Source: an optimization exercise on an open RTL-to-GDS flow (aim: small area). Production flows keep margins and buffers that such runs may drop.
Function was checked by simulation only, so behaviour that the tests miss may differ from the original.
Power figures rest on the tool's default switching activity, not on a simulated workload. The clock port is modelled as an ideal driver; clocking choices that lean on that would not hold on a real chip.

==> flow/design.v <==
module write_back #(
  parameter int unsigned XLEN  = 32,
  parameter int unsigned NREG  = 32,
  parameter int unsigned CNT_W = 64
) (
  input  logic             clk,
  input  logic             rst_n,
  input  logic             halt,
  input  logic             wb_valid,
  input  logic [XLEN-1:0]  instruction_in,
  input  logic [XLEN-1:0]  wb_data_in,
  input  logic [4:0]       rs1_addr,
  input  logic [4:0]       rs2_addr,
  input  logic             cnt_we,
  input  logic             cnt_sel,
  input  logic             cnt_hi,
  input  logic [31:0]      cnt_wdata,
  output logic [XLEN-1:0]  rs1_data,
  output logic [XLEN-1:0]  rs2_data,
  output logic [4:0]       fwd_rd,
  output logic [XLEN-1:0]  fwd_data,
  output logic [CNT_W-1:0] instret,
  output logic [CNT_W-1:0] cycle,
  output logic             illegal_instr
);
  logic [XLEN-1:0]  r_regs [1:31];
  logic [4:0]       r_fwd_rd;
  logic [XLEN-1:0]  r_fwd_data;
  logic [CNT_W-1:0] r_instret;
  logic [CNT_W-1:0] r_cycle;
  logic             r_illegal;
  logic [6:0] w_opc;
  logic [4:0] w_rd;
  logic       w_valid;
  logic       w_writes;
  logic       w_legal;
  logic       w_retire;
  logic       w_we;
  assign w_opc = instruction_in[6:0];
  assign w_rd  = instruction_in[11:7];
  assign w_valid = (wb_valid === 1'b1);
  always_comb begin
    w_writes = 1'b0;
    w_legal  = 1'b0;
    case (w_opc)
      7'b0110011, 7'b0010011, 7'b0110111, 7'b0010111,
      7'b0000011, 7'b1101111, 7'b1100111: begin
        w_writes = 1'b1;
        w_legal  = 1'b1;
      end
      7'b0100011, 7'b1100011: w_legal = 1'b1;
      default: ;
    endcase
  end
  assign w_retire = rst_n & w_valid & ~halt;
  assign w_we     = w_retire & w_writes & (w_rd != 5'd0);
  logic [31:0]     w_dec;
  logic [XLEN-1:0] w_wdata;
  wb_dec5 u_wdec (.en(w_we), .a(w_rd), .y(w_dec));
  assign w_wdata = wb_data_in & {XLEN{rst_n}};
  always_ff @(posedge clk) begin
    for (int i = 1; i < 32; i++)
      if (w_dec[i] | ~rst_n) r_regs[i] <= w_wdata;
    if (w_we | ~rst_n) r_fwd_data <= w_wdata;
  end
  logic [32*XLEN-1:0] r_src;
  always_comb begin
    r_src[XLEN-1:0] = '0;
    for (int i = 1; i < 32; i++) r_src[i*XLEN +: XLEN] = r_regs[i];
  end
  logic [31:0] s1_dec, s2_dec;
  logic        s1_byp, s2_byp;
  wb_dec5 u_r1dec (.en(1'b1), .a(rs1_addr), .y(s1_dec));
  wb_dec5 u_r2dec (.en(1'b1), .a(rs2_addr), .y(s2_dec));
  assign s1_byp = w_we & (w_rd == rs1_addr);
  assign s2_byp = w_we & (w_rd == rs2_addr);
  logic [XLEN-1:0] w_wdn;
  assign w_wdn = ~wb_data_in;
  wb_rdport u_rd1 (.sel(s1_dec), .src(r_src), .byp(s1_byp), .wdn(w_wdn), .data(rs1_data));
  wb_rdport u_rd2 (.sel(s2_dec), .src(r_src), .byp(s2_byp), .wdn(w_wdn), .data(rs2_data));
  logic        ld_c_lo, ld_c_hi, ld_i_lo, ld_i_hi, inc_c, inc_i;
  logic [31:0] cnt_wn;
  assign cnt_wn  = ~(cnt_wdata & {32{rst_n}});
  assign ld_c_lo = ~rst_n | (cnt_we & ~cnt_sel & ~cnt_hi);
  assign ld_c_hi = ~rst_n | (cnt_we & ~cnt_sel &  cnt_hi);
  assign ld_i_lo = ~rst_n | (cnt_we &  cnt_sel & ~cnt_hi);
  assign ld_i_hi = ~rst_n | (cnt_we &  cnt_sel &  cnt_hi);
  assign inc_c   = ~(cnt_we & ~cnt_sel);
  assign inc_i   = ~(cnt_we & cnt_sel) & w_retire & w_legal;
  logic [CNT_W-1:0] c_next, i_next;
  wb_counter u_cyc (.q(r_cycle),   .inc(inc_c), .ld_lo(ld_c_lo), .ld_hi(ld_c_hi),
                    .wn(cnt_wn), .d(c_next));
  wb_counter u_ins (.q(r_instret), .inc(inc_i), .ld_lo(ld_i_lo), .ld_hi(ld_i_hi),
                    .wn(cnt_wn), .d(i_next));
  always_ff @(posedge clk) begin
    r_cycle   <= c_next;
    r_instret <= i_next;
    r_fwd_rd  <= w_we ? w_rd : 5'd0;
    r_illegal <= w_retire & ~w_legal;
  end
  assign fwd_rd        = r_fwd_rd;
  assign fwd_data      = r_fwd_data;
  assign instret       = r_instret;
  assign cycle         = r_cycle;
  assign illegal_instr = r_illegal;
endmodule
module wb_dec5 (
  input  logic        en,
  input  logic [4:0]  a,
  output logic [31:0] y
);
  always_comb begin
    y = '0;
    y[a] = en;
    y[0] = 1'b0;
  end
endmodule
module wb_rdport (
  input  logic [31:0]      sel,
  input  logic [32*32-1:0] src,
  input  logic             byp,
  input  logic [31:0]      wdn,
  output logic [31:0]      data
);
  for (genvar b = 0; b < 32; b++) begin : g_bit
    logic [10:0] y;
    for (genvar k = 0; k < 10; k++) begin : g_t
      wb_aoi222 u_aoi (
        .a1(sel[3*k+1]), .b1(src[(3*k+1)*32+b]),
        .a2(sel[3*k+2]), .b2(src[(3*k+2)*32+b]),
        .a3(sel[3*k+3]), .b3(src[(3*k+3)*32+b]),
        .y(y[k])
      );
    end
    wb_nand2 u_n31 (.a(sel[31]), .b(src[31*32+b]), .y(y[10]));
    wb_rdfin u_fin (.y(y), .byp(byp), .wdn(wdn[b]), .o(data[b]));
  end
endmodule
module wb_aoi222 (input logic a1, b1, a2, b2, a3, b3, output logic y);
  assign y = ~((a1 & b1) | (a2 & b2) | (a3 & b3));
endmodule
module wb_nand2 (input logic a, b, output logic y);
  assign y = ~(a & b);
endmodule
module wb_and3 (input logic a, b, c, output logic y);
  assign y = a & b & c;
endmodule
module wb_rdfin (input logic [10:0] y, input logic byp, wdn, output logic o);
  assign o = byp ? ~wdn : ~(&y);
endmodule
module wb_counter (
  input  logic [63:0] q,
  input  logic        inc,
  input  logic        ld_lo,
  input  logic        ld_hi,
  input  logic [31:0] wn,
  output logic [63:0] d
);
  logic [3:0] g;
  logic [3:0] cin;
  for (genvar k = 0; k < 4; k++) begin : g_and
    assign g[k] = &q[16*k +: 16];
  end
  assign cin[0] = inc;
  assign cin[1] = inc & g[0];
  assign cin[2] = inc & g[0] & g[1];
  assign cin[3] = inc & g[0] & g[1] & g[2];
  for (genvar k = 0; k < 4; k++) begin : g_seg
    logic       ld;
    logic [8:0] c;     
    logic [7:0] nc;    
    assign ld   = (k < 2) ? ld_lo : ld_hi;
    assign c[0] = cin[k];
    for (genvar j = 0; j < 8; j++) begin : g_pair
      localparam int E = 16*k + 2*j;
      wb_cnt_sum #(.INV(0)) u_se (.q(q[E]), .c(c[j]), .ld(ld),
                                  .wn(wn[E % 32]), .d(d[E]));
      wb_nand2 u_nc (.a(q[E]), .b(c[j]), .y(nc[j]));
      wb_cnt_sum #(.INV(1)) u_so (.q(q[E+1]), .c(nc[j]), .ld(ld),
                                  .wn(wn[(E+1) % 32]), .d(d[E+1]));
      if (j < 7) begin : g_c
        wb_and3 u_c (.a(q[E]), .b(q[E+1]), .c(c[j]), .y(c[j+1]));
      end else begin : g_nc
        assign c[j+1] = 1'b0;
      end
    end
  end
endmodule
module wb_cnt_sum #(parameter bit INV = 0) (input logic q, c, ld, wn, output logic d);
  assign d = ld ? ~wn : (q ^ c ^ INV);
endmodule
==> flow/run.sh <==
#!/bin/bash
# synth_recipe.tcl (not shown) runs the flow's synth.tcl, then flattens the netlist and writes it again
# the make line also repeats each setting of config.mk as NAME=value (left out here)
make -C /OpenROAD-flow-scripts/flow DESIGN_CONFIG=/design/flow/config.mk WORK_HOME=/design/flow/orfs CLKGATE_MAP_FILE= SYNTH_SCRIPT=/design/flow/synth_recipe.tcl finish
==> flow/config.mk <==
export PLATFORM = sky130hd
export DESIGN_NAME = write_back
export DESIGN_NICKNAME = write_back
export VERILOG_FILES = /design/flow/design.v
export SDC_FILE = /design/flow/constraint.sdc
export NUM_CORES = 4
export LEC_CHECK = 0
export CAP_MARGIN = 20
export CORE_MARGIN = 2
export CORE_UTILIZATION = 60
export PLACE_DENSITY = 0.75
export SLEW_MARGIN = 20
export SYNTH_HIERARCHICAL = 1
export SYNTH_MINIMUM_KEEP_SIZE = 0
==> flow/constraint.sdc <==
create_clock -name core_clock -period 6.0 [get_ports {clk}]
set_input_delay 1.2000 -clock core_clock [delete_from_list [all_inputs] [get_ports {clk}]]
set_output_delay 1.2000 -clock core_clock [all_outputs]
set_load 0.01 [all_outputs]
==> impl_metrics.ini, run 1 <==
[worst_setup_path]
critPathCapture = rs1_data[7]
critPathBufInv = 7
slowest_delay_ps = 550
critPathLaunchType = input pin
critPathRequiredTime_ps = 4800
end_kind = output port
cp_max_fo = 9
cp_cell_sequence = clkdlybuf4s50_1, buf_4, or4_4, nand4_1, buf_6, buf_4, a21oi_4, buf_12, buf_4, a222oi_1, nand4_1, o31a_1, dlygate4sd2_1
r2r-start = r_cycle[30]
cp-startpoint = rs1_addr[4]
cp_common_cell = buf_4
critPathArrivalTime_ps = 4860
worstSetupPathDepth = 13
ff2ff_setup_slack_ps = 1950
cp_slowest_cell = or4_4
r2r.worst_path.cells = 13
path_delay_family = buffers and inverters
crit_type = input pin to output port
r2r_end = r_cycle[47]

[sta]
finalCritPeriodShare = 1.01
period_needed_ps = 6060
setup-tns-final_ps = -360
maxSlewHeadroom = 0.200
whs_ps = 576
tightest_slew_ps = 1200
hold_viol = 0
slew_viol_final = 0
fmax_mhz = 165
worst_slack_ps = -61.2
rsz0062_at_grt = true
setup_violations = 10
fin_worst_skew_ps = 17.3

[die]
rows = 103
initial_core_util = 0.605
core_area_um2 = 79000
die_y_um = 286
io_pins = 343
dieArea_um2 = 82000
fp.dieW_um = 286

[pwr]
switching_share = 0.246
pwr-share-clk = 0.376
p_per_area_nw_per_um2 = 312
ir_worst_vdd_uv = 272
p_int_mw = 14.3
power_mw = 19.0
p_leak_nw = 20.7
seqPwrFrac = 0.522
switching_power_mw = 4.68
combPwrFrac = 0.102

[status]
status = finished with violations
failed_checks = setup timing

[synthesis]
syn_area_per_cell_um2 = 16.0
ys_warn_count = 9
netlist_instances = 2984
synth_area_um2 = 47800

[cells_and_area]
instances_no_fill = 4918
nets = 3884
fin_area_um2 = 60900
area_growth_pct = 27.4
fillers = 4379
drive_gt1_frac = 0.176
fin_util = 0.771

[global_route]
grt_overflow = 0
antenna_found_initial = 4
grt_pass1_vias = 38100
grt_pass1_wl_um = 257000
grt_usage = 0.432
grt_start_max_net_pins = 65

[place]
dpl_cell_area_um2 = 55200
gp_congestion = 0.999
hpwlAfterDp_um = 104000
place_inst = 4538
io_buffers = 322
dp_slack_ps = -334

[run]
drv_cap = 0

[cts]
clkSlewWorstSetupHoldPaths_ps = 60
cts_buffer_depth = 3
clk_latency_ps = 700
postCtsHoldBufs = 0
cts_max_level = 3
cts_tree = yes
clockRootBuffer = clkbuf_16
cts.sinks = 1158
cts_buffers = 112

[routing]
routed_wl_um = 182000
drtIter0Drc = 12200
dr_total_vias = 39500
drc_errors = 0
antenna_left = 0
dr.pass1.iters = 14
wl_per_cell_um = 37.1
vias_per_cell = 8.03

[worst_hold_path]
worstHoldPathType = flip-flop to flip-flop
==> cell type report <==
class,instances,area [µm²],area share
clock inverter,71,742,0.0122
clock buffer,140,2980,0.0490
multi-input combinational,1775,15000,0.247
inverter,42,158,0.00259
sequential,1158,33400,0.549
timing repair buffer,679,7260,0.119
tap,1050,1310,0.0216
antenna,3,7.51,0.000123
==> sequential cells by signal, indices dropped and copies added (netlist names) <==
register	cells
r_fwd_data	32
r_illegal	1
r_regs	992
r_cycle	64
r_instret	64
r_fwd_rd	5
==> cell usage in the layout (no fill, tap or decap), types with 5 or more instances in the layout <==
cell	n
and2_2	26
nand3b_1	7
buf_12	100
nor2_4	5
bufinv_16	12
nor2_2	10
xor2_1	73
buf_4	250
o21ai_4	6
clkinvlp_4	5
edfxtp_1	1024
o31a_1	66
clkbuf_16	115
clkbuf_1	20
and3_1	56
dfxtp_1	134
a222oi_1	640
clkinv_2	16
or4_4	5
nand2b_2	31
nand2_1	228
nor2_1	15
inv_1	42
mux2i_1	128
nand4b_1	76
a21oi_4	55
dlymetal6s2s_1	14
and2_1	11
xnor2_1	74
clkdlybuf4s50_1	303
nand4_1	162
clkinv_1	30
a21oi_1	24
conb_1	10
or4_1	5
==> per-layer routing <==
layer / part of all wire / vias to the layer above / GRT usage / wire length, µm
met5: 0.00047 / - / 0 / 86
met4: 0.080 / 4 / 0.262 / 14600
met2: 0.43 / 4503 / 0.636 / 77900
met1: 0.31 / 18800 / 0.553 / 56400
li1: - / 15200 / - / -
met3: 0.18 / 995 / 0.153 / 33300
==> worst min-delay path: cells and delay by family (launching register included) <==
kind	cells	cell delay, ps
flip-flops	1	340
XOR/XNOR	1	80
multiplexers	1	120
==> worst min path at each step <==
stage,end,slack [ps],depth (start not counted),from
floorplan,r_cycle[62],570,2,r_cycle[62]
global placement,r_cycle[63],530,2,r_cycle[63]
detailed placement,r_cycle[63],550,2,r_cycle[63]
CTS,r_cycle[56],570,2,r_cycle[56]
global route,r_instret[50],610,2,r_instret[50]
finish,r_cycle[63],580,2,r_cycle[63]
==> power groups by stage <==
stage	logic [mW]	registers, mW	clock network, mW
6_report	1.93	9.94	7.16
5_1_grt	1.96	9.99	7.45
4_1_cts	1.84	9.91	7.11
3_5_place_dp	1.78	10.1	0
3_3_place_gp	1.74	9.99	0
2_1_floorplan	0.727	10.0	0
==> repair_timing <==
| item | in CTS | in global routing |
|---|---|---|
| gates resized for setup | 17 | 24 |
| endpoints found under the setup margin | 53 | 62 |
| cloned | 7 | 1 |
| buffers inserted | 138 | 20 |
| pin swaps | 52 | 80 |
==> run 2, diff against run 1 <==
--- a/flow/design.v
+++ b/flow/design.v
@@ -69,14 +69,14 @@
     for (int i = 1; i < 32; i++) r_src[i*XLEN +: XLEN] = r_regs[i];
   end
-  logic [31:0] s1_dec, s2_dec;
-  logic        s1_byp, s2_byp;
-  wb_dec5 u_r1dec (.en(1'b1), .a(rs1_addr), .y(s1_dec));
-  wb_dec5 u_r2dec (.en(1'b1), .a(rs2_addr), .y(s2_dec));
+  logic [4*32-1:0] s1_sel, s2_sel;
+  logic            s1_byp, s2_byp;
+  wb_rdsel u_r1sel (.a(rs1_addr), .sel(s1_sel));
+  wb_rdsel u_r2sel (.a(rs2_addr), .sel(s2_sel));
   assign s1_byp = w_we & (w_rd == rs1_addr);
   assign s2_byp = w_we & (w_rd == rs2_addr);
   logic [XLEN-1:0] w_wdn;
   assign w_wdn = ~wb_data_in;
-  wb_rdport u_rd1 (.sel(s1_dec), .src(r_src), .byp(s1_byp), .wdn(w_wdn), .data(rs1_data));
-  wb_rdport u_rd2 (.sel(s2_dec), .src(r_src), .byp(s2_byp), .wdn(w_wdn), .data(rs2_data));
+  wb_rdport u_rd1 (.sel4(s1_sel), .src(r_src), .byp(s1_byp), .wdn(w_wdn), .data(rs1_data));
+  wb_rdport u_rd2 (.sel4(s2_sel), .src(r_src), .byp(s2_byp), .wdn(w_wdn), .data(rs2_data));
   logic        ld_c_lo, ld_c_hi, ld_i_lo, ld_i_hi, inc_c, inc_i;
   logic [31:0] cnt_wn;
@@ -116,6 +116,23 @@
   end
 endmodule
+module wb_rdsel (
+  input  logic [4:0]       a,
+  output logic [4*32-1:0]  sel
+);
+  logic [3:0] pa_n;    
+  logic [7:0] pb_n;    
+  always_comb begin
+    for (int j = 0; j < 4; j++) pa_n[j] = ~(a[1:0] == 2'(j));
+    for (int j = 0; j < 8; j++) pb_n[j] = ~(a[4:2] == 3'(j));
+  end
+  for (genvar c = 0; c < 4; c++) begin : g_copy
+    assign sel[32*c] = 1'b0;
+    for (genvar i = 1; i < 32; i++) begin : g_sel
+      wb_nor2 u_sel (.a(pa_n[i % 4]), .b(pb_n[i / 4]), .y(sel[32*c + i]));
+    end
+  end
+endmodule
 module wb_rdport (
-  input  logic [31:0]      sel,
+  input  logic [4*32-1:0]  sel4,
   input  logic [32*32-1:0] src,
   input  logic             byp,
@@ -124,5 +141,8 @@
 );
   for (genvar b = 0; b < 32; b++) begin : g_bit
+    logic [31:0] sel;
     logic [10:0] y;
+    logic [2:0]  n;
+    assign sel = sel4[32*(b/8) +: 32];
     for (genvar k = 0; k < 10; k++) begin : g_t
       wb_aoi222 u_aoi (
@@ -134,6 +154,21 @@
     end
     wb_nand2 u_n31 (.a(sel[31]), .b(src[31*32+b]), .y(y[10]));
-    wb_rdfin u_fin (.y(y), .byp(byp), .wdn(wdn[b]), .o(data[b]));
-  end
+    wb_nand4 u_n0 (.a(y[0]), .b(y[1]), .c(y[2]),  .d(y[3]), .y(n[0]));
+    wb_nand4 u_n1 (.a(y[4]), .b(y[5]), .c(y[6]),  .d(y[7]), .y(n[1]));
+    wb_nand3 u_n2 (.a(y[8]), .b(y[9]), .c(y[10]),           .y(n[2]));
+    wb_rdfin u_fin (.n(n), .byp(byp), .wdn(wdn[b]), .o(data[b]));
+  end
+endmodule
+module wb_nor2 (input logic a, b, output logic y);
+  assign y = ~(a | b);
+endmodule
+module wb_nand3 (input logic a, b, c, output logic y);
+  assign y = ~(a & b & c);
+endmodule
+module wb_nand4 (input logic a, b, c, d, output logic y);
+  assign y = ~(a & b & c & d);
+endmodule
+module wb_rdfin (input logic [2:0] n, input logic byp, wdn, output logic o);
+  assign o = byp ? ~wdn : (|n);
 endmodule
 module wb_aoi222 (input logic a1, b1, a2, b2, a3, b3, output logic y);
@@ -145,7 +180,4 @@
 module wb_and3 (input logic a, b, c, output logic y);
   assign y = a & b & c;
-endmodule
-module wb_rdfin (input logic [10:0] y, input logic byp, wdn, output logic o);
-  assign o = byp ? ~wdn : ~(&y);
 endmodule
 module wb_counter (
==> flow/flow/run.sh (new file) <==
#!/bin/bash
set -euo pipefail
export BUFFER_PORTS_ARGS="-buffer_cell sky130_fd_sc_hd__buf_1"
export CTS_ARGS="-sink_clustering_enable -repair_clock_nets -dont_use_dummy_load -buf_list sky130_fd_sc_hd__clkbuf_16 -sink_clustering_size 24 -sink_clustering_max_diameter 80"
bash standard.sh MATCH_CELL_FOOTPRINT=0 finish > standard_flow.log 2>&1
==> flow/standard.sh (new file) <==
#!/bin/bash
# synth_recipe.tcl (not shown) runs the flow's synth.tcl, then flattens the netlist and writes it again
# the make line also repeats each setting of config.mk as NAME=value (left out here)
make -C /OpenROAD-flow-scripts/flow DESIGN_CONFIG=/design/flow/config.mk WORK_HOME=/design/flow/orfs CLKGATE_MAP_FILE= SYNTH_SCRIPT=/design/flow/synth_recipe.tcl "${@:-finish}"
--- a/flow/config.mk
+++ b/flow/config.mk
@@ -10,4 +10,5 @@
 export CORE_UTILIZATION = 60
 export PLACE_DENSITY = 0.75
+export SETUP_SLACK_MARGIN = 0.1
 export SLEW_MARGIN = 20
 export SYNTH_HIERARCHICAL = 1
removed: flow/run.sh
==> run 2 against run 1 <==
The run now finishes clean. Sequential cell count stayed put. Combinational power is 18% lower. Cell count is 6.1% lower. Clock skew is 11 ps higher. Maximum frequency is 7.7% higher. Register-to-register slack better by 120 ps. Non-clock buffer count is 276 lower. Routed wire length is 12% lower. Largest power group unchanged. Highest routed layer is now met4.
==> impl_metrics.ini, run 2 <==
[status]
status = finished clean

[worst_setup_path]
cp_max_fo = 9
critPathLaunchType = input pin
critPathArrivalTime_ps = 4430
critPathRequiredTime_ps = 4800
end_kind = output port
crit_type = input pin to output port

[cells_and_area]
instances_no_fill = 4617
largest_register = r_regs
layout_commonest_cell = edfxtp_1
area_growth_pct = 10.0
drive_gt1_frac = 0.0595
nets = 3681
top_regs = r_regs x992, r_cycle x64, r_instret x64
layout_common_cells = 1024 x edfxtp_1, 640 x a222oi_1, 320 x buf_1
largest_register_ff_count = 992

[die]
core_area_um2 = 79000
fp.dieW_um = 286
io_pins = 343
dieArea_um2 = 82000
initial_core_util = 0.605
die_y_um = 286
rows = 103

[sta]
fmax_mhz = 178
rsz0062_at_grt = false
finalCritPeriodShare = 0.938
fin_worst_skew_ps = 28.7
hold_viol = 0
setup-tns-final_ps = 0
slew_viol_final = 0
tightest_slew_ps = 1210
setup_violations = 0
maxSlewHeadroom = 0.192
period_needed_ps = 5630

[routing]
routed_wl_um = 160000
antenna_left = 0
vias_per_cell = 8.03
dr.pass1.iters = 15
dr_total_vias = 37100
drc_errors = 0
drtIter0Drc = 10100
wl_per_cell_um = 34.6

[global_route]
grt_start_max_net_pins = 65
grt_pass1_vias = 35000
grt_overflow = 0
antenna_found_initial = 2
grt_pass1_wl_um = 227000
grt_usage = 0.376

[cts]
cts_buffer_depth = 3
cts_buffers = 55
clkSlewWorstSetupHoldPaths_ps = 100
post_cts_resized = 0
cts_tree = yes
clockRootBuffer = clkbuf_16
postCtsHoldBufs = 0
cts.sinks = 1158
clk_latency_ps = 650
cts_max_level = 2
post_cts_buffers = 0

[pwr]
ir_worst_vdd_uv = 286
p_leak_nw = 17.1
p_per_area_nw_per_um2 = 295

[worst_hold_path]
worstHoldPathType = flip-flop to flip-flop

[synthesis]
netlist_instances = 3123
synth_area_um2 = 47800
syn_area_per_cell_um2 = 15.3
ys_warn_count = 10

[place]
hpwlAfterDp_um = 103000
io_buffers = 322
place_inst = 4558
gp_congestion = 1.01

[run]
drv_cap = 0
run 2: routing by layer:
metal	up-vias	GRT usage	routed length, µm
met5	-	0.00174	0
met4	0	0.189	10100
met3	639	0.104	26100
met2	3803	0.579	71300
met1	17800	0.495	52500
li1	14800	-	-
run 2: where the power goes:
part           internal, mW  switching [mW]  leakage [nW]
Sequential             9.50           0.420          11.0
Combinational         0.456            1.14          5.42
Clock                  1.63            2.36         0.678
Total                  11.6            3.91          17.1
run 2: final timing paths:
kind / start / end / slack [ps] / cells past startpoint
worst min register to register: r_instret[62] / r_instret[62] / 570 / 2
worst max-delay path: rs2_addr[3] / rs2_data[5] / 370 / 8
worst min-delay path: r_instret[62] / r_instret[62] / 570 / 2
worst max register to register: r_cycle[4] / r_cycle[63] / 2070 / 13
run 2: final cells by class:
| cell class | count | area, µm² |
|---|---|---|
| sequential | 1158 | 33400 |
| fill | 5466 | 26400 |
| multi-input combinational | 1912 | 14400 |
| timing repair buffer | 403 | 1980 |
| clock buffer | 55 | 1380 |
| tap | 1050 | 1310 |
| inverter | 37 | 139 |
| antenna | 2 | 5.00 |
run 2: through the flow:
step | worst slack, ps | total power, mW | utilization | hold WS (ps) | area [µm²]
final | 372 | 15.5 | 0.666 | 573 | 52600
after global routing | 364 | 15.9 | 0.666 | 598 | 52600
after CTS | 771 | 15.4 | 0.664 | 573 | 52500
after detailed placement | 719 | 11.6 | 0.647 | 558 | 51100
after global placement | 781 | 11.5 | 0.647 | 534 | 51100
after floorplan | -857 | 10.8 | - | 572 | 47800
run 2: critical path: stages:
cell	delay (ps)
buf_1	330
or3b_1	820
nor2_1	340
a222oi_1	600
nand4_1	340
nor4_1	510
a21oi_1	100
buf_1	160
==> run 3, diff against run 2 <==
==> flow/flow/run.sh (replaced) <==
#!/bin/bash
set -euo pipefail
export BUFFER_PORTS_ARGS="-buffer_cell sky130_fd_sc_hd__buf_1"
export CTS_ARGS="-sink_clustering_enable -repair_clock_nets -dont_use_dummy_load -buf_list sky130_fd_sc_hd__clkbuf_16 -sink_clustering_size 24 -sink_clustering_max_diameter 80"
bash standard.sh MATCH_CELL_FOOTPRINT=0 RECOVER_POWER=100 finish > standard_flow.log 2>&1
==> run 3 against run 2 <==
Now fails the layout checks on capacitance limit, slew limit. Synthesized cell count did not move. Utilization fell by 0.54 points. Routed wire length barely moved. Worst setup slack got worse by 160 ps. Cell area fell by 0.81%. Register-to-register slack barely moved. Sequential share of layout area rose by 0.52 points. Clock skew rose by 2.9 ps. First-iteration DRC count fell by 0.31%. Power barely moved. Global-route usage did not move. Largest cell class unchanged. Largest power group unchanged.
==> impl_metrics.ini, run 3 <==
[sta]
hold_viol = 0
tightest_slew_ps = 2490
finalCritPeriodShare = 0.964
rsz0062_at_grt = false
slew_viol_final = 2125
period_needed_ps = 5790
fmax_mhz = 173
maxSlewHeadroom = -0.663
fin_worst_skew_ps = 31.6
setup_violations = 0

[cells_and_area]
drive_gt1_frac = 0.0359
largest_register = r_regs
top_regs = r_regs x992, r_cycle x64, r_instret x64
area_growth_pct = 9.13
largest_register_ff_count = 992
fillers = 5559
layout_commonest_cell = edfxtp_1
layout_common_cells = 1024 x edfxtp_1, 640 x a222oi_1, 315 x buf_1
instances_no_fill = 4617
nets = 3681

[worst_setup_path]
crit_type = input pin to output port
end_kind = output port
r2r-start = r_cycle[0]
ff2ff_setup_slack_ps = 2080
slowest_delay_ps = 700
critPathLaunchType = input pin
cp_max_fo = 13
critPathBufInv = 3
critPathArrivalTime_ps = 4590
cp_cell_sequence = clkbuf_1, nand3b_1, clkbuf_2, nor2_1, a222oi_1, nand4_1, nor4_1, a21oi_1, buf_1
r2r.worst_path.cells = 13
r2r_end = r_cycle[63]
critPathRequiredTime_ps = 4800
cp_slowest_cell = clkbuf_2
path_delay_family = simple AND/OR/NAND/NOR gates

[cts]
cts_tree = yes
cts_buffers = 55
post_cts_resized = 0
cts_max_level = 2
clockRootBuffer = clkbuf_16
cts_buffer_depth = 3
clk_latency_ps = 650
postCtsHoldBufs = 0
cts.sinks = 1158
post_cts_buffers = 0
clkSlewWorstSetupHoldPaths_ps = 100

[die]
initial_core_util = 0.605
fp.dieW_um = 286
rows = 103
die_y_um = 286
dieArea_um2 = 82000
io_pins = 343
core_area_um2 = 79000

[routing]
wl_per_cell_um = 34.7
dr_total_vias = 37000
antenna_left = 0
drtIter0Drc = 10100
dr.pass1.iters = 15
vias_per_cell = 8.01
drc_errors = 0
routed_wl_um = 160000

[synthesis]
netlist_instances = 3123
synth_area_um2 = 47800
syn_area_per_cell_um2 = 15.3
ys_warn_count = 10

[pwr]
ir_worst_vdd_uv = 288
power_mw = 15.5
p_per_area_nw_per_um2 = 297
p_leak_nw = 16.9

[global_route]
antenna_found_initial = 2
grt_usage = 0.376
grt_pass1_wl_um = 227000
grt_start_max_net_pins = 65
grt_pass1_vias = 35000
grt_overflow = 0

[place]
io_buffers = 322
gp_congestion = 1.01
hpwlAfterDp_um = 103000
place_inst = 4558

[worst_hold_path]
holdCritStartpoint = r_instret[62]
hold_path_end = r_instret[62]
worstHoldPathType = flip-flop to flip-flop
min_path_cells = 2

[status]
failed_checks = capacitance limit, slew limit
status = finished with violations

[run]
drv_cap = 68
## run 3: cell types whose count changed in the layout (fill, tap and decap cells not counted), moves of 3 or more
cell / delta
clkbuf_2: +3
clkbuf_1: +42
nand2b_4: -12
nand2b_1: +31
and2_2: -3
and2_1: -18
buf_4: -38
buf_1: -5
and2_0: +21
o21ai_4: -4
o21ai_1: +3
nand2b_2: -19
## run 3: stage by stage
| stage | util | area [µm²] | TNS, ps | hold slack, ps | setup slack [ps] |
|---|---|---|---|---|---|
| 2_1_floorplan | - | 47800 | -54840 | 572 | -857 |
| 3_3_place_gp | 0.647 | 51100 | 0 | 534 | 781 |
| 3_5_place_dp | 0.647 | 51100 | 0 | 558 | 719 |
| 4_1_cts | 0.664 | 52500 | 0 | 573 | 771 |
| 5_1_grt | 0.661 | 52200 | 0 | 598 | 244 |
| 6_report | 0.661 | 52200 | 0 | 575 | 213 |
## run 3: per-layer routing
layer  vias to the layer above  share of wire  GRT usage
li1                      14800              -          -
met1                     17800           0.33      0.495
met2                      3768           0.45      0.579
met3                       637           0.16      0.104
met4                         0          0.067      0.189
met5                         -              0    0.00174
## run 3: worst max path at each step
| stage | start | endpoint | slack (ps) | cells after the start |
|---|---|---|---|---|
| after floorplan | instruction_in[3] | rs1_data[0] | -860 | 5 |
| after global placement | instruction_in[3] | r_instret[63] | 780 | 17 |
| after detailed placement | instruction_in[3] | r_instret[63] | 720 | 17 |
| after CTS | rs2_addr[3] | rs2_data[6] | 770 | 8 |
| after global routing | rs1_addr[2] | rs1_data[31] | 240 | 9 |
| final | rs1_addr[2] | rs1_data[31] | 210 | 9 |
## run 3: layout make-up
cell class,count,area [µm²],share of cell area
Antenna cell,2,5.00,0.0000959
Inverter,37,139,0.00266
Timing Repair Buffer,403,1790,0.0343
Sequential cell,1158,33400,0.641
Clock buffer,55,1380,0.0264
Multi-Input combinational cell,1912,14100,0.271
Tap cell,1050,1310,0.0252
## run 3: tightest hold or removal path: cells and delay by family (launching register included)
family	cells	cell delay, ps
xor gates and xnor gates	1	130
DFF	1	350
muxes	1	60
## run 3: power by group
group          internal, mW  total, mW  switching, mW
Combinational         0.437       1.57           1.13
Clock                  1.63       3.99           2.36
Sequential             9.52       9.94          0.420
Total                  11.6       15.5           3.91
==> run 4, diff against run 3 <==
==> flow/flow/run.sh (replaced) <==
#!/bin/bash
set -euo pipefail
export BUFFER_PORTS_ARGS="-buffer_cell sky130_fd_sc_hd__buf_1"
export CTS_ARGS="-sink_clustering_enable -repair_clock_nets -dont_use_dummy_load -buf_list sky130_fd_sc_hd__clkbuf_16 -sink_clustering_size 27 -sink_clustering_max_diameter 100"
bash standard.sh MATCH_CELL_FOOTPRINT=0 finish > standard_flow.log 2>&1
==> run 4 against run 3 <==
Now clean on timing, DRC and antenna. Synthesized cell count is the same. Cell count shrank 0.19%. Die area stayed put. Routed wire length barely moved. Clock skew is 11 ps lower. Worst setup slack improved by 200 ps. Maximum frequency grew 3.7%. Sequential cell count is the same. Count of clock-buffer cells in the layout decreased by 7. Cell area is 0.44% higher. Critical path type unchanged.
==> impl_metrics.ini, run 4 <==
[die]
initial_core_util = 0.605
rows = 103
io_pins = 343
core_area_um2 = 79000
die_y_um = 286
fp.dieW_um = 286
dieArea_um2 = 82000

[global_route]
grt_pass1_vias = 34900
grt_pass1_wl_um = 226000
grt_overflow = 0
grt_start_max_net_pins = 65
antenna_found_initial = 2
grt_usage = 0.375

[sta]
maxSlewHeadroom = 0.195
hold_viol = 0
setup_violations = 0
tightest_slew_ps = 1210
whs_ps = 576
period_needed_ps = 5580
rsz0062_at_grt = false
finalCritPeriodShare = 0.930
slew_viol_final = 0
fmax_mhz = 179
fin_worst_skew_ps = 20.3

[synthesis]
synth_area_um2 = 47800
ys_warn_count = 10
netlist_instances = 3123
syn_area_per_cell_um2 = 15.3

[cells_and_area]
nets = 3673
area_growth_pct = 9.61
fin_area_um2 = 52400
drive_gt1_frac = 0.0574
layout_commonest_cell = edfxtp_1
largest_register_ff_count = 992
fin_util = 0.664
layout_common_cells = 1024 x edfxtp_1, 640 x a222oi_1, 320 x buf_1
largest_register = r_regs
top_regs = r_regs x992, r_cycle x64, r_instret x64

[cts]
clk_latency_ps = 650
clkSlewWorstSetupHoldPaths_ps = 100
post_cts_resized = 0
post_cts_buffers = 0
cts_buffers = 48
postCtsHoldBufs = 0
cts_max_level = 2
cts_tree = yes
cts.sinks = 1158
cts_buffer_depth = 3
clockRootBuffer = clkbuf_16

[pwr]
p_per_area_nw_per_um2 = 291
ir_worst_vdd_uv = 297
seqPwrFrac = 0.649
combPwrFrac = 0.104
pwr-share-clk = 0.247
switching_power_mw = 3.88
switching_share = 0.254
p_int_mw = 11.4
p_leak_nw = 17.0

[run]
drv_cap = 0

[place]
io_buffers = 322
dpl_cell_area_um2 = 51100
hpwlAfterDp_um = 103000
gp_congestion = 1.01

[worst_setup_path]
critPathRequiredTime_ps = 4800
critPathLaunchType = input pin
crit_type = input pin to output port
end_kind = output port
r2r-start = r_cycle[0]
critPathArrivalTime_ps = 4380
cp-startpoint = rs1_addr[4]
r2r.worst_path.cells = 13
cp_max_fo = 9

[routing]
routed_wl_um = 160000
antenna_left = 0
vias_per_cell = 8.02
dr.pass1.iters = 14
wl_per_cell_um = 34.7
drtIter0Drc = 10200
dr_total_vias = 37000
drc_errors = 0

[worst_hold_path]
min_path_cells = 2
holdCritStartpoint = r_instret[62]
worstHoldPathType = flip-flop to flip-flop

[status]
status = finished clean
-- run 4: layout make-up --
class                   count  area (µm²)
diodes                      1        2.50
inverters                  37         139
repair buffers            402        1950
clock buffers              48        1200
fillers                  5503       26600
flip-flops and latches   1158       33400
well taps                1050        1310
multi-input cells        1912       14400
-- run 4: final timing paths --
check / to / slack [ps]
hold / removal: r_instret[62] / 580
setup / recovery: rs1_data[5] / 420
hold reg to reg: r_instret[62] / 580
setup reg to reg: r_cycle[63] / 2070
-- run 4: worst max-delay path: stages --
cell      delay, ps
buf_1           320
or3b_1          740
nor2_1          350
a222oi_1        600
nand4_1         270
nor4_1          610
a21oi_1         110
buf_1           180
-- run 4: power by group through the flow --
stage	logic, mW	clock network [mW]	registers, mW
detailed placement	1.53	0	10.1
global route	1.64	4.03	9.98
global placement	1.48	0	10.0
floorplan	0.776	0	10.0
finish	1.59	3.77	9.92
CTS	1.53	3.76	9.90
-- run 4: per-stage QoR --
step | power (mW) | TNS, ps | cells | worst slack [ps]
after floorplan | 10.8 | -54840 | 3123 | -857
after global placement | 11.5 | 0 | 4558 | 781
after global routing | 15.6 | 0 | 4607 | 449
final | 15.3 | 0 | 4608 | 418
after CTS | 15.2 | 0 | 4606 | 771
after detailed placement | 11.6 | 0 | 4558 | 719
-- run 4: layer usage --
metal  wire length, µm  global-route usage  vias to the layer above
met2             71100               0.574                     3777
met1             52800               0.498                    17800
li1                  -                   -                    14800
met5                 0                   0                        -
met3             25800               0.103                      657
met4             10200               0.189                        0
==> run 5, diff against run 4 <==
--- a/flow/config.mk
+++ b/flow/config.mk
@@ -8,6 +8,6 @@
 export CAP_MARGIN = 20
 export CORE_MARGIN = 2
-export CORE_UTILIZATION = 60
-export PLACE_DENSITY = 0.75
+export CORE_UTILIZATION = 70
+export PLACE_DENSITY = 0.85
 export SETUP_SLACK_MARGIN = 0.1
 export SLEW_MARGIN = 20
==> run 5 against run 4 <==
Clock power about the same. Highest routed layer is now met5. First-iteration DRC count up 2.2%. Area after synthesis did not move. Via count rose by 0.44%. Clock skew down 5.0 ps. Largest cell class unchanged. Cell area down 0.38%. Synthesized cell count stayed put. Power shrank 0.10%.
==> impl_metrics.ini, run 5 <==
[status]
status = finished clean

[pwr]
power_mw = 15.3
pwr-share-clk = 0.245
seqPwrFrac = 0.650
p_int_mw = 11.4
p_per_area_nw_per_um2 = 292
p_leak_nw = 17.0
switching_share = 0.254
switching_power_mw = 3.87
ir_worst_vdd_uv = 317
combPwrFrac = 0.104

[global_route]
antenna_found_initial = 4
grt_pass1_vias = 35000
grt_overflow = 0
grt_start_max_net_pins = 101
grt_usage = 0.434
grt_pass1_wl_um = 224000

[synthesis]
netlist_instances = 3123
syn_area_per_cell_um2 = 15.3
ys_warn_count = 10
synth_area_um2 = 47800

[routing]
wl_per_cell_um = 35.6
dr.pass1.iters = 15
vias_per_cell = 8.38
drc_errors = 0
drtIter0Drc = 10500
met3_length_um = 27500
dr_total_vias = 37100
wl_met2_um = 70100
routed_wl_um = 158000
antenna_left = 0
met1Wirelength_um = 49500
maxUsedRoutingLayer = met5

[die]
initial_core_util = 0.710
fp.dieW_um = 265
io_pins = 343
dieArea_um2 = 70400
core_area_um2 = 67400
rows = 95
die_y_um = 265

[cts]
cts.sinks = 1158
post_cts_buffers = 0
cts_buffers = 48
clk_latency_ps = 640
post_cts_resized = 0
clockRootBuffer = clkbuf_16
cts_max_level = 2
cts_buffer_depth = 3
cts_tree = yes
postCtsHoldBufs = 0
clkSlewWorstSetupHoldPaths_ps = 100

[sta]
setup-tns-final_ps = 0
slew_viol_final = 0
hold_viol = 0
worst_slack_ps = 268
finalCritPeriodShare = 0.955
period_needed_ps = 5730
setup_violations = 0
rsz0062_at_grt = false
maxSlewHeadroom = 0.192
fmax_mhz = 174
fin_worst_skew_ps = 15.3
whs_ps = 581
tightest_slew_ps = 1210

[cells_and_area]
layout_common_cells = 1024 x edfxtp_1, 640 x a222oi_1, 321 x buf_1
fin_area_um2 = 52200
top_regs = r_regs x992, r_cycle x64, r_instret x64
nets = 3672
fin_util = 0.775
area_growth_pct = 9.20
instances_no_fill = 4431
drive_gt1_frac = 0.0591
largest_register = r_regs
layout_commonest_cell = edfxtp_1
largest_register_ff_count = 992

[place]
dp_slack_ps = 690
place_inst = 4379
dpl_cell_area_um2 = 50900
gp_congestion = 0.978
hpwlAfterDp_um = 102000
io_buffers = 322

[worst_hold_path]
hold_path_end = r_instret[53]
holdCritStartpoint = r_instret[53]
worstHoldPathType = flip-flop to flip-flop
min_path_cells = 2

[worst_setup_path]
end_kind = output port
r2r_end = r_cycle[63]
path_delay_family = simple AND/OR/NAND/NOR gates
r2r.worst_path.cells = 13
critPathRequiredTime_ps = 4800
critPathArrivalTime_ps = 4530
slowest_delay_ps = 810
ff2ff_setup_slack_ps = 2030
r2r-start = r_cycle[30]
cp_slowest_cell = or3_1
critPathBufInv = 2
cp_cell_sequence = buf_1, or3_1, nor2_1, a222oi_1, nand4_1, nor4_1, a21oi_1, buf_1
critPathLaunchType = input pin
crit_type = input pin to output port
cp_max_fo = 12
cp_common_cell = buf_1

[run]
drv_cap = 0
[run 5: area by class of cell]
type,instances,area [µm²]
diodes,2,5.00
well taps,873,1090
flip-flops and latches,1158,33400
multi-input cells,1912,14400
fillers,3908,15200
repair buffers,401,1970
clock buffers,48,1200
inverters,37,139
[run 5: power groups by stage]
| stage | clock network [mW] | registers [mW] | logic [mW] |
|---|---|---|---|
| floorplan | 0 | 10.0 | 0.776 |
| global route | 3.96 | 9.98 | 1.63 |
| finish | 3.75 | 9.92 | 1.59 |
| CTS | 3.71 | 9.90 | 1.51 |
| detailed placement | 0 | 10.1 | 1.51 |
| global placement | 0 | 10.0 | 1.47 |
[run 5: routing by layer]
layer | vias up | GRT usage
met5 | - | 0
met4 | 2 | 0.228
met3 | 705 | 0.122
met2 | 3988 | 0.672
met1 | 17700 | 0.566
li1 | 14800 | -
[run 5: worst max-delay path by stage]
stage	startpoint	to	slack (ps)	depth (start not counted)
2_1_floorplan	instruction_in[3]	rs1_data[0]	-860	5
3_3_place_gp	rs1_addr[1]	rs1_data[12]	830	9
3_5_place_dp	rs1_addr[2]	rs1_data[27]	690	8
4_1_cts	rs1_addr[1]	rs1_data[3]	680	9
5_1_grt	rs1_addr[2]	rs1_data[27]	260	8
6_report	rs1_addr[2]	rs1_data[27]	270	8
[run 5: worst min-delay path: cells and delay by family (launching register included)]
kind      cells  cell delay (ps)
xor+xnor      1               70
flops         1              370
mux           1              110
==> run 6, diff against run 5 <==
==> flow/flow/run.sh (replaced) <==
#!/bin/bash
set -euo pipefail
export BUFFER_PORTS_ARGS="-buffer_cell sky130_fd_sc_hd__buf_1"
export CTS_ARGS="-sink_clustering_enable -repair_clock_nets -dont_use_dummy_load -buf_list sky130_fd_sc_hd__clkbuf_16 -sink_clustering_size 30 -sink_clustering_max_diameter 100"
bash standard.sh MATCH_CELL_FOOTPRINT=0 finish > standard_flow.log 2>&1
--- a/flow/config.mk
+++ b/flow/config.mk
@@ -8,6 +8,6 @@
 export CAP_MARGIN = 20
 export CORE_MARGIN = 2
-export CORE_UTILIZATION = 70
-export PLACE_DENSITY = 0.85
+export CORE_UTILIZATION = 60
+export PLACE_DENSITY = 0.75
 export SETUP_SLACK_MARGIN = 0.1
 export SLEW_MARGIN = 20
==> run 6 against run 5 <==
Worst setup slack better by 160 ps. Cell count rose by 3.9%. Largest power group unchanged. Sequential power hardly changed. Still clean on timing, DRC and antenna.
==> impl_metrics.ini, run 6 <==
[worst_setup_path]
critPathLaunchType = input pin
crit_type = input pin to output port
r2r.worst_path.cells = 13
critPathArrivalTime_ps = 4370
cp_max_fo = 9
critPathRequiredTime_ps = 4800
r2r-start = r_cycle[4]
ff2ff_setup_slack_ps = 2070
r2r_end = r_cycle[63]
end_kind = output port

[worst_hold_path]
hold_path_end = r_cycle[62]
worstHoldPathType = flip-flop to flip-flop
holdCritStartpoint = r_cycle[62]
min_path_cells = 2

[die]
fp.dieW_um = 286
core_area_um2 = 79000
rows = 103
dieArea_um2 = 82000
io_pins = 343
initial_core_util = 0.605
die_y_um = 286

[cells_and_area]
layout_commonest_cell = edfxtp_1
layout_common_cells = 1024 x edfxtp_1, 640 x a222oi_1, 320 x buf_1
fin_area_um2 = 52300
nets = 3670
area_growth_pct = 9.45
fillers = 5515
largest_register = r_regs
instances_no_fill = 4605
drive_gt1_frac = 0.0566
top_regs = r_regs x992, r_cycle x64, r_instret x64
largest_register_ff_count = 992

[global_route]
grt_usage = 0.375
grt_start_max_net_pins = 65
grt_pass1_vias = 34700
antenna_found_initial = 2
grt_overflow = 0
grt_pass1_wl_um = 226000

[cts]
post_cts_buffers = 0
post_cts_resized = 0
clkSlewWorstSetupHoldPaths_ps = 110
cts_buffer_depth = 3
cts_buffers = 44
clk_latency_ps = 620
cts.sinks = 1158
cts_tree = yes
cts_max_level = 2
clockRootBuffer = clkbuf_16
postCtsHoldBufs = 0

[sta]
slew_viol_final = 0
hold_viol = 0
maxSlewHeadroom = 0.206
fmax_mhz = 180
setup-tns-final_ps = 0
setup_violations = 0
period_needed_ps = 5570
tightest_slew_ps = 1190
fin_worst_skew_ps = 16.7
finalCritPeriodShare = 0.928
rsz0062_at_grt = false
worst_slack_ps = 429

[synthesis]
ys_warn_count = 10
synth_area_um2 = 47800
netlist_instances = 3123
syn_area_per_cell_um2 = 15.3

[pwr]
ir_worst_vdd_uv = 279
p_leak_nw = 16.9
p_per_area_nw_per_um2 = 289

[routing]
dr.pass1.iters = 17
wl_per_cell_um = 34.6
met1Wirelength_um = 52400
met3_length_um = 26300
antenna_left = 0
vias_per_cell = 8.02
maxUsedRoutingLayer = met5
wl_met2_um = 70900
drtIter0Drc = 9720
dr_total_vias = 36900
drc_errors = 0
routed_wl_um = 159000

[place]
gp_congestion = 1.01
dp_slack_ps = 719
hpwlAfterDp_um = 103000
io_buffers = 322
dpl_cell_area_um2 = 51100
place_inst = 4558

[run]
drv_cap = 0

[status]
status = finished clean
## run 6: how the worst max path moves through the flow
| stage | cells past startpoint | endpoint | startpoint |
|---|---|---|---|
| after detailed placement | 17 | r_instret[63] | instruction_in[3] |
| after CTS | 8 | rs2_data[6] | rs2_addr[3] |
| after global placement | 17 | r_instret[63] | instruction_in[3] |
| after global routing | 8 | rs2_data[5] | rs2_addr[3] |
| final | 8 | rs2_data[5] | rs2_addr[3] |
| after floorplan | 5 | rs1_data[0] | instruction_in[3] |
## run 6: critical path, cell delays in order
cell and delay, ps:
buf_1 340, or3b_1 790, nor2_1 330, a222oi_1 610, nand4_1 330, nor4_1 510
a21oi_1 90, buf_1 160
## run 6: metrics by stage
stage | total power, mW | utilization | hold slack (ps)
after floorplan | 10.8 | - | 572
after global placement | 11.5 | 0.647 | 534
after detailed placement | 11.6 | 0.647 | 558
after CTS | 15.0 | 0.661 | 575
after global routing | 15.5 | 0.663 | 597
final | 15.1 | 0.663 | 579
## run 6: power breakdown
| part | switching [mW] | internal (mW) |
|---|---|---|
| clock network | 2.28 | 1.33 |
| logic | 1.14 | 0.456 |
| registers | 0.420 | 9.50 |
| total | 3.84 | 11.3 |
## run 6: area by class of cell
type / count / area, µm² / area share
repair buffers: 403 / 1980 / 0.0378
well taps: 1050 / 1310 / 0.0251
inverters: 37 / 139 / 0.00265
diodes: 1 / 2.50 / 0.0000478
clock buffers: 44 / 1100 / 0.0210
multi-input cells: 1912 / 14400 / 0.275
flip-flops and latches: 1158 / 33400 / 0.639
## run 6: metal layers
metal,vias to the layer above,GRT usage
met5,-,0
met4,2,0.179
met3,623,0.111
met2,3765,0.575
met1,17800,0.495
li1,14800,-
==> run 7, diff against run 6 <==
==> flow/run.sh (new file) <==
#!/bin/bash
# synth_recipe.tcl (not shown) runs the flow's synth.tcl, then flattens the netlist and writes it again
# the make line also repeats each setting of config.mk as NAME=value (left out here)
make -C /OpenROAD-flow-scripts/flow DESIGN_CONFIG=/design/flow/config.mk WORK_HOME=/design/flow/orfs CLKGATE_MAP_FILE= SYNTH_SCRIPT=/design/flow/synth_recipe.tcl finish
--- a/flow/config.mk
+++ b/flow/config.mk
@@ -8,7 +8,10 @@
 export CAP_MARGIN = 20
 export CORE_MARGIN = 2
-export CORE_UTILIZATION = 60
-export PLACE_DENSITY = 0.75
-export SETUP_SLACK_MARGIN = 0.1
+export CORE_UTILIZATION = 50
+export CTS_BUF_LIST = sky130_fd_sc_hd__clkbuf_16
+export CTS_CLUSTER_DIAMETER = 80
+export CTS_CLUSTER_SIZE = 24
+export PLACE_DENSITY = 0.65
+export SETUP_SLACK_MARGIN = 0.2
 export SLEW_MARGIN = 20
 export SYNTH_HIERARCHICAL = 1
removed: flow/flow/run.sh
removed: flow/standard.sh
==> run 7 against run 6 <==
Hold slack worse by 14 ps. Global-route usage down 4.8 points. Register-to-register slack worse by 330 ps. Via count down 1.2%. Clock skew up 24 ps. Cell count up 6.6%. Highest routed layer unchanged. Area after synthesis unchanged. Still clean. Combinational power up 21%. Largest power group unchanged.
==> impl_metrics.ini, run 7 <==
[global_route]
grt_overflow = 0
grt_usage = 0.327
grt_pass1_wl_um = 235000
grt_pass1_vias = 34800
antenna_found_initial = 2
grt_start_max_net_pins = 69

[cts]
clockRootBuffer = clkbuf_16
cts_max_level = 2
postCtsHoldBufs = 0
clk_latency_ps = 700
cts_buffer_depth = 3
cts_tree = yes
clkSlewWorstSetupHoldPaths_ps = 90
cts.sinks = 1158
cts_buffers = 57

[cells_and_area]
top_regs = r_regs x992, r_cycle x64, r_instret x64
drive_gt1_frac = 0.0788
nets = 3727
layout_commonest_cell = edfxtp_1
largest_register = r_regs
fin_util = 0.588
largest_register_ff_count = 992
layout_common_cells = 1024 x edfxtp_1, 640 x a222oi_1, 319 x clkdlybuf4s50_1
area_growth_pct = 16.7

[die]
rows = 113
initial_core_util = 0.504
io_pins = 343
core_area_um2 = 94900
dieArea_um2 = 98100
die_y_um = 313
fp.dieW_um = 313

[routing]
drc_errors = 0
wl_per_cell_um = 34.1
drtIter0Drc = 8692
dr.pass1.iters = 14
dr_total_vias = 36500
routed_wl_um = 167000
antenna_left = 0
vias_per_cell = 7.44

[synthesis]
syn_area_per_cell_um2 = 15.3
ys_warn_count = 10
synth_area_um2 = 47800
netlist_instances = 3123

[sta]
period_needed_ps = 5860
fin_worst_skew_ps = 40.5
whs_ps = 566
setup_violations = 0
rsz0062_at_grt = true
maxSlewHeadroom = 0.253
worst_slack_ps = 138
slew_viol_final = 0
fmax_mhz = 171
finalCritPeriodShare = 0.977
setup-tns-final_ps = 0
hold_viol = 0
tightest_slew_ps = 1120

[worst_setup_path]
critPathRequiredTime_ps = 4800
critPathLaunchType = input pin
critPathArrivalTime_ps = 4660
crit_type = input pin to output port
cp_max_fo = 16
end_kind = output port

[place]
dp_slack_ps = -10.6
gp_congestion = 0.990
io_buffers = 322
hpwlAfterDp_um = 111000

[status]
status = finished clean

[worst_hold_path]
worstHoldPathType = flip-flop to flip-flop

[run]
drv_cap = 0

[pwr]
p_leak_nw = 18.4
ir_worst_vdd_uv = 308
p_per_area_nw_per_um2 = 292
-- run 7: stage by stage --
step	cell area [µm²]	power, mW	std cells
final	55800	16.3	4907
after global routing	55800	16.8	4906
after CTS	55600	16.3	4905
after detailed placement	53800	12.0	4816
after global placement	53800	11.9	4816
after floorplan	47800	10.8	3123
-- run 7: final cells by class --
class / count / area, µm²
clock inverters: 25 / 178
inverters: 37 / 139
repair buffers: 447 / 4410
clock buffers: 62 / 1550
fillers: 7238 / 39100
multi-input cells: 1912 / 14500
diodes: 1 / 2.50
well taps: 1265 / 1580
flip-flops and latches: 1158 / 33400
-- run 7: report_power, final --
part           switching (mW)  internal [mW]  total, mW
clock network            2.53           1.92       4.45
registers               0.427           9.50       9.92
logic                    1.15          0.774       1.93
-- run 7: metal layers --
metal  part of all wire  wire length, µm  track usage  vias up
met5           0.000078               13            0        -
met2               0.46            77500        0.527     3055
met4              0.046             7640        0.130        2
met1               0.36            60700        0.439    18100
met3               0.13            21300       0.0640      399
li1                   -                -            -    14900
-- run 7: what timing repair did --
action                                  in CTS  in global routing
hold endpoints to repair                     0                  0
pin swaps                                    1                 16
resized for setup                            5                 17
buffers inserted                             2                  0
endpoints found under the setup margin      16                 28
-- run 7: worst max-delay path: stages --
cell and delay (ps):
clkdlybuf4s50_1 480, buf_4 180, or3b_1 160, buf_4 350
nor2_1 230, a222oi_1 690, nand4_1 330, nor4_2 330
buf_4 170, a21oi_1 30, clkdlybuf4s50_1 490
-- run 7: path summary, 6_finish.rpt --
kind	start	to	slack, ps	depth (start not counted)
min reg2reg	r_instret[63]	r_instret[63]	570	2
max reg2reg	r_cycle[16]	r_cycle[63]	1740	13
max	rs2_addr[2]	rs2_data[4]	140	11
min	r_instret[63]	r_instret[63]	570	2

[what the ideal ports hide]
No port has a modelled driver above. Below, the same layouts with a new extraction and two added sets of constraints.
Step 1 sets driving cells, clkbuf_16 on the clock port and buf_2 on the other inputs (assumed; they add their load-dependent delay and slew).
Step 2, shift: input delay + t, output delay - t, t = (earliest + latest rising clock arrival at the registers) / 2. This alone moves slack from input paths to output paths.
Slacks: ideal ports / drivers / drivers and shift; pairs: ideal ports / drivers.
run | t (ns) | setup WS [ns] | hold WS [ns]
run 1 | 0.759 | -0.061 / -0.100 / -0.100 | 0.576 / 0.576 / 0.576
run 2 | 0.719 | 0.372 / 0.309 / 0.309 | 0.573 / 0.573 / 0.573
run 3 | 0.722 | 0.213 / 0.143 / 0.070 | 0.575 / 0.575 / 0.575
run 4 | 0.710 | 0.418 / 0.350 / 0.350 | 0.576 / 0.576 / 0.576
run 5 | 0.707 | 0.268 / 0.164 / 0.164 | 0.581 / 0.581 / 0.581
run 6 | 0.704 | 0.429 / 0.367 / 0.367 | 0.579 / 0.579 / 0.579
run 7 | 0.760 | 0.138 / 0.009 / 0.009 | 0.566 / 0.566 / 0.566
The setup slack of run 3, which loses most, moves by -0.070 ns with the drivers and by -0.143 ns with both steps.
